Context: an optimization exercise on an open-source flow, tuned for small area. The choices shown serve that exercise and are no tape-out recipe. The RTL was checked by simulation tests, not by an equivalence proof against the original design. Power is estimated from default activity; no workload was simulated.

== job 2979 ==
==> flow/design.v (excerpt) <==
module rv_core_top (
   input  logic               clk,
   input  logic               arst_n,
   input  logic               run,
   input  logic               load_req,
   input  rv_pkg::imem_addr_t load_addr,
   input  rv_pkg::word_t      load_data,
   output logic               load_ack,
   input  logic               rd_req,
   input  rv_pkg::reg_idx_t   rd_index,
   output logic               rd_ack,
   output rv_pkg::word_t      rd_data,
   output logic               halted
);
clock: 13.0 ns
lec_check: 0
cap_margin: 10
cell_pad_in_sites_detail_placement: 1
cell_pad_in_sites_global_placement: 2
core_margin: 2
core_utilization: 50
place_density: 0.6
slew_margin: 10
standard.sh (not shown) runs the stock make flow with config.mk's settings and CLKGATE_MAP_FILE= SYNTH_SCRIPT=/design/flow/synth_recipe.tcl, a recipe that flattens the netlist after the stock synthesis.
==> flow/flow/run.sh <==
#!/bin/bash
# Standard layout, except that clock tree synthesis inserts no dummy loads
# and the port buffers are the smallest buffer.
set -euo pipefail
export CTS_ARGS="-sink_clustering_enable -repair_clock_nets -dont_use_dummy_load -sink_clustering_size 17 -sink_clustering_max_diameter 60 -buf_list sky130_fd_sc_hd__clkbuf_8"
export BUFFER_PORTS_ARGS="-buffer_cell sky130_fd_sc_hd__buf_1"
bash standard.sh > standard.log 2>&1
Job 2979: flow completed, timing, DRC and antenna clean
diff inputs: job 2979 => job 8091
- a change of PLACE_DENSITY from 0.6 to 0.7
- a change of CELL_PAD_IN_SITES_GLOBAL_PLACEMENT from 2 to 0
- a change of CORE_UTILIZATION from 50 to 60
- a change of SLEW_MARGIN from 10 to 20
- a change of CELL_PAD_IN_SITES_DETAIL_PLACEMENT from 1 to 0
- a change of CAP_MARGIN from 10 to 20
## What came out
- Against job 2979, job 8091 comes in about 8% lower on final routed wirelength across all metal layers.
- Taking job 2979 as the reference, in job 8091 power in the clock group shows a reduction of about 3%, placed wire-length estimate after detailed placement now smaller, die width has decreased, die area shrank by about 17%, minimum setup slack after placement saw an increase.
- Taking job 2979 as the reference, in job 8091 worst hold slack went down, cell count went down, non-clock buffer count went down.
- Looking at worst setup path startpoint, the u_regs.pidx[1] result is from job 2979; the u_regs.pidx[0] one comes from job 8091.
diff inputs: job 8091 => job 6057
- a change of PLACE_DENSITY from 0.7 to 0.72
- a change of SLEW_MARGIN from 20 to 10
- a change of CELL_PAD_IN_SITES_DETAIL_PLACEMENT from 0 to 1
- a change of CORE_UTILIZATION from 60 to 62
- a change of CAP_MARGIN from 20 to 10
- a change of CELL_PAD_IN_SITES_GLOBAL_PLACEMENT from 0 to 2
==> flow/flow/run.sh <==
#!/bin/bash
# Standard layout, except that clock tree synthesis inserts no dummy loads
# and the port buffers are the smallest buffer.
set -euo pipefail
export CTS_ARGS="-sink_clustering_enable -repair_clock_nets -dont_use_dummy_load -sink_clustering_size 16 -sink_clustering_max_diameter 50 -buf_list sky130_fd_sc_hd__clkbuf_8"
export BUFFER_PORTS_ARGS="-buffer_cell sky130_fd_sc_hd__buf_1"
bash standard.sh > standard.log 2>&1
Results
- Status: job 6057 FAILED at global placement without I/O (3_1_place_gp_skip_io) (tool error)
- Number of instances in the synthesized netlist: job 6057 vs job 8091 — no meaningful difference
- Diff job 8091..job 6057 | portion of netlist area occupied by mux cells | unchanged
- Register bit count reported by yosys came out exactly the same in job 8091 and job 6057.
- From job 6057 to job 8091, adder and majority gate portion of the synthesized area did not move at all.
- Job 6057 gives less die width than job 8091 did.
- Side by side, initial core utilization turned out higher in job 6057 than in job 8091.
- On standard-cell row count, the lower figure sits with job 6057, not job 8091.
- Diff job 6057..job 8091 | area share of xor/xnor cells in the synthesized design | unchanged
- On vertical die dimension: between job 8091 and job 6057, it ends up higher for job 8091.
- Job 8091 -> job 6057: part of the Yosys area used for sequential elements delta 0, exact match
The following lists how job 5285 was set up differently from job 6057:
- CELL_PAD_IN_SITES_GLOBAL_PLACEMENT changed from 2 to 1
- PLACE_DENSITY changed from 0.72 to 0.78
- CELL_PAD_IN_SITES_DETAIL_PLACEMENT changed from 1 to 0
- CORE_UTILIZATION changed from 62 to 56
==> flow/flow/run.sh <==
#!/bin/bash
# Standard layout, except that clock tree synthesis inserts no dummy loads
# and the port buffers are the smallest buffer.
set -euo pipefail
export CTS_ARGS="-sink_clustering_enable -repair_clock_nets -dont_use_dummy_load -sink_clustering_size 17 -sink_clustering_max_diameter 60 -buf_list sky130_fd_sc_hd__clkbuf_8"
export BUFFER_PORTS_ARGS="-buffer_cell sky130_fd_sc_hd__buf_1"
bash standard.sh > standard.log 2>&1
Results
Job 5285 ended with every stage complete and zero timing, DRC or antenna violations. Job 5285 against job 6057; row count is up by a few percent. Re number of distinct library cells after synthesis: no difference whatsoever between job 5285 and job 6057. Re parity-gate share of the synthesized area counting xor and xnor cells: no difference whatsoever between job 5285 and job 6057. On share of the synthesized area in compound gates (AO/OA/AOI/OAI), job 6057 tracks job 5285 almost exactly. Re adder and majority cell fraction of the synthesized area: no difference whatsoever between job 5285 and job 6057. Taking job 6057 as the reference, in job 5285 post-synthesis sequential area ratio level, initial core utilization moved down, vertical die dimension moved up, width of the die moved up.

---

== run 1 ==
Starting RTL as in the previous note.
clock: 13.0 ns
lec_check: 0
cap_margin: 10
cell_pad_in_sites_detail_placement: 1
cell_pad_in_sites_global_placement: 2
core_margin: 2
core_utilization: 50
place_density: 0.6
slew_margin: 10
==> flow/flow/run.sh <==
#!/bin/bash
# Standard layout, except that clock tree synthesis inserts no dummy loads
# and the port buffers are the smallest buffer.
set -euo pipefail
export CTS_ARGS="-sink_clustering_enable -repair_clock_nets -dont_use_dummy_load -sink_clustering_size 16 -sink_clustering_max_diameter 50 -buf_list sky130_fd_sc_hd__clkbuf_8"
export BUFFER_PORTS_ARGS="-buffer_cell sky130_fd_sc_hd__buf_1"
bash standard.sh > standard.log 2>&1
For run 2, these inputs were changed with respect to run 1:
- PLACE_DENSITY changed from 0.6 to 0.66
- CELL_PAD_IN_SITES_GLOBAL_PLACEMENT changed from 2 to 1
- CELL_PAD_IN_SITES_DETAIL_PLACEMENT changed from 1 to 0
- CORE_UTILIZATION changed from 50 to 56
==> flow/flow/run.sh <==
#!/bin/bash
# Standard layout, except that clock tree synthesis inserts no dummy loads,
# the port buffers are the smallest buffer, and combinational cells that
# synthesis upsized start global placement at drive 1.
set -euo pipefail
export CTS_ARGS="-sink_clustering_enable -repair_clock_nets -dont_use_dummy_load -sink_clustering_size 17 -sink_clustering_max_diameter 60 -buf_list sky130_fd_sc_hd__clkbuf_8"
export BUFFER_PORTS_ARGS="-buffer_cell sky130_fd_sc_hd__buf_1"
export PRE_GLOBAL_PLACE_TCL="$PWD/flow/downsize.tcl"
bash standard.sh > standard.log 2>&1
==> flow/flow/downsize.tcl (new file) <==
# Before global placement: put every combinational cell that synthesis
# upsized back to its drive-1 size (or the smallest size below that); the
# placement's own repair then buffers or resizes whatever needs it.
# Flip-flops, buffers, clock cells and physical cells are left alone.
set db [ord::get_db]
set n 0
foreach inst [[ord::get_db_block] getInsts] {
  set name [[$inst getMaster] getName]
  if {![regexp {^sky130_fd_sc_hd__(\w+)_(\d+)$} $name -> base drv]} { continue }
  if {$drv <= 1} { continue }
  if {[regexp {^(df|edf|sdf|dl|clk|buf|tap|fill|decap|conb|diode|lpflow|probe|ebuf|einv|inv$|bufinv|bufbuf)} $base]} { continue }
  foreach d {1 0} {
    set new "sky130_fd_sc_hd__${base}_$d"
    if {[$db findMaster $new] ne "NULL"} {
      replace_cell [$inst getName] $new
      incr n
      break
    }
  }
}
puts "downsize.tcl: resized $n instances"
Results
- Run 2 completed; timing, DRC and antenna clean
- Taking run 1 as the reference, in run 2 synthesis-to-finish area growth went down; combinational power share went down; fmax went up; final cell count went down; maximum number of pins on one net before global-route repair went down.
--- input diff run 2..run 3 ---
==> flow/flow/run.sh <==
#!/bin/bash
# Standard layout, except that clock tree synthesis inserts no dummy loads
# and the port buffers are the smallest buffer.
set -euo pipefail
export CTS_ARGS="-sink_clustering_enable -repair_clock_nets -dont_use_dummy_load -sink_clustering_size 17 -sink_clustering_max_diameter 60 -buf_list sky130_fd_sc_hd__clkbuf_8"
export BUFFER_PORTS_ARGS="-buffer_cell sky130_fd_sc_hd__buf_1"
bash standard.sh > standard.log 2>&1
removed: flow/flow/downsize.tcl
Results
- Non-clock buffer count in run 3 is 4.9% lower than in run 2
- Wire length on met3, run 3 vs run 2: up by a few percent
- Run 3 against run 2: estimated wirelength of the detail-placed design shows an increase of 0.61%, transition time at the pin with the least slew margin shows an increase of 57 ps, layout overhead on the synthesized area shows no meaningful change, final worst slack shows a reduction of 540 ps, routed wire length shows an increase of about 1.3%.
- Total number of vias is higher on run 3

---

rv_core_top, a different RTL version from the one above (not shown whole).
Size in the first run: about 8500 cells after synthesis, roughly 2900 flip-flops, ~91000 um^2 of cells after synthesis.
## rv_core_top
module rv_core_top (
   input  logic               clk,
   input  logic               arst_n,
   input  logic               run,
   input  logic               load_req,
   input  rv_pkg::imem_addr_t load_addr,
   input  rv_pkg::word_t      load_data,
   output logic               load_ack,
   input  logic               rd_req,
   input  rv_pkg::reg_idx_t   rd_index,
   output logic               rd_ack,
   output rv_pkg::word_t      rd_data,
   output logic               halted
);
Settings: LEC_CHECK=0, CAP_MARGIN=35, CELL_PAD_IN_SITES_DETAIL_PLACEMENT=1, CELL_PAD_IN_SITES_GLOBAL_PLACEMENT=2, CORE_MARGIN=2, CORE_UTILIZATION=50, CTS_BUF_LIST=sky130_fd_sc_hd__clkbuf_8, CTS_CLUSTER_DIAMETER=50, CTS_CLUSTER_SIZE=16, PLACE_DENSITY=0.6, SLEW_MARGIN=20; clock period 13.0 ns.
run.sh (not shown) runs the stock make flow with config.mk's settings and CLKGATE_MAP_FILE= SYNTH_SCRIPT=/design/flow/synth_recipe.tcl, a recipe that flattens the netlist after the stock synthesis.
Stock flow here: none of the scripts above is used.
Edit:
==> flow/flow/run.sh (new file) <==
#!/bin/bash
# Standard layout, except that clock tree synthesis inserts no dummy loads.
set -euo pipefail
export CTS_ARGS="-sink_clustering_enable -repair_clock_nets -dont_use_dummy_load -sink_clustering_size 16 -sink_clustering_max_diameter 50 -buf_list sky130_fd_sc_hd__clkbuf_8"
bash standard.sh > standard.log 2>&1
==> flow/standard.sh (new file) <==
#!/bin/bash
# synth_recipe.tcl (not shown) runs the flow's synth.tcl, then flattens the netlist and writes it again
# the make line also repeats each setting of config.mk as NAME=value (left out here)
make -C /OpenROAD-flow-scripts/flow DESIGN_CONFIG=/design/flow/config.mk WORK_HOME=/design/flow/orfs CLKGATE_MAP_FILE= SYNTH_SCRIPT=/design/flow/synth_recipe.tcl "${@:-finish}"
removed: flow/run.sh
Result: The changed run finished clean; count of clock-buffer cells in the layout falls by 12; die area stays the same; total power went down by a few percent; first-iteration DRC count rose slightly; routed wire length drops slightly; critical path depth is unchanged; worst setup slack improved by 0.050 ns.

==> port drivers added, routing unchanged <==
How much do the figures lean on ideal ports? The routed layouts below were timed once more, with nothing changed but the port constraints.
Step 1: set_driving_cell puts a clkbuf_16 on clk and a buf_2 on each other input, an assumption about the parent block.
Step 2 moves the port delays by t, midway between the first and last clock arrival at a register: inputs arrive t later, outputs are due t later. That takes back most of the time a late clock gives input paths.
Slacks: no drivers / after step 1 / after step 2; pairs: no drivers / after step 1.
run | t, ns | slack for setup (ns) | clock arrival spread, ns | worst register clock-pin slew, ns | pins driven straight from the clock port
job 2979 | 1.054 | 3.730 / 3.730 / 3.730 | 0.127 / 0.127 | 0.11 / 0.11 | 1
job 8091 | 0.980 | 4.407 / 4.407 / 4.407 | 0.158 / 0.158 | 0.12 / 0.12 | 1
job 5285 | 1.056 | 3.726 / 3.726 / 3.726 | 0.155 / 0.155 | 0.11 / 0.11 | 1
run 1 | 1.067 | 3.522 / 3.522 / 3.522 | 0.178 / 0.177 | 0.11 / 0.11 | 1
run 2 | 1.067 | 4.032 / 4.032 / 4.032 | 0.120 / 0.121 | 0.11 / 0.11 | 1
run 3 | 1.058 | 3.491 / 3.491 / 3.491 | 0.135 / 0.135 | 0.11 / 0.11 | 1
the first run of note 3 | 1.124 | 3.424 / 3.424 / 3.424 | 0.082 / 0.083 | 0.11 / 0.11 | 1
the second run of note 3 | 1.095 | 3.473 / 3.473 / 3.473 | 0.147 / 0.147 | 0.11 / 0.11 | 1
After both steps setup and hold are still met in every run listed.
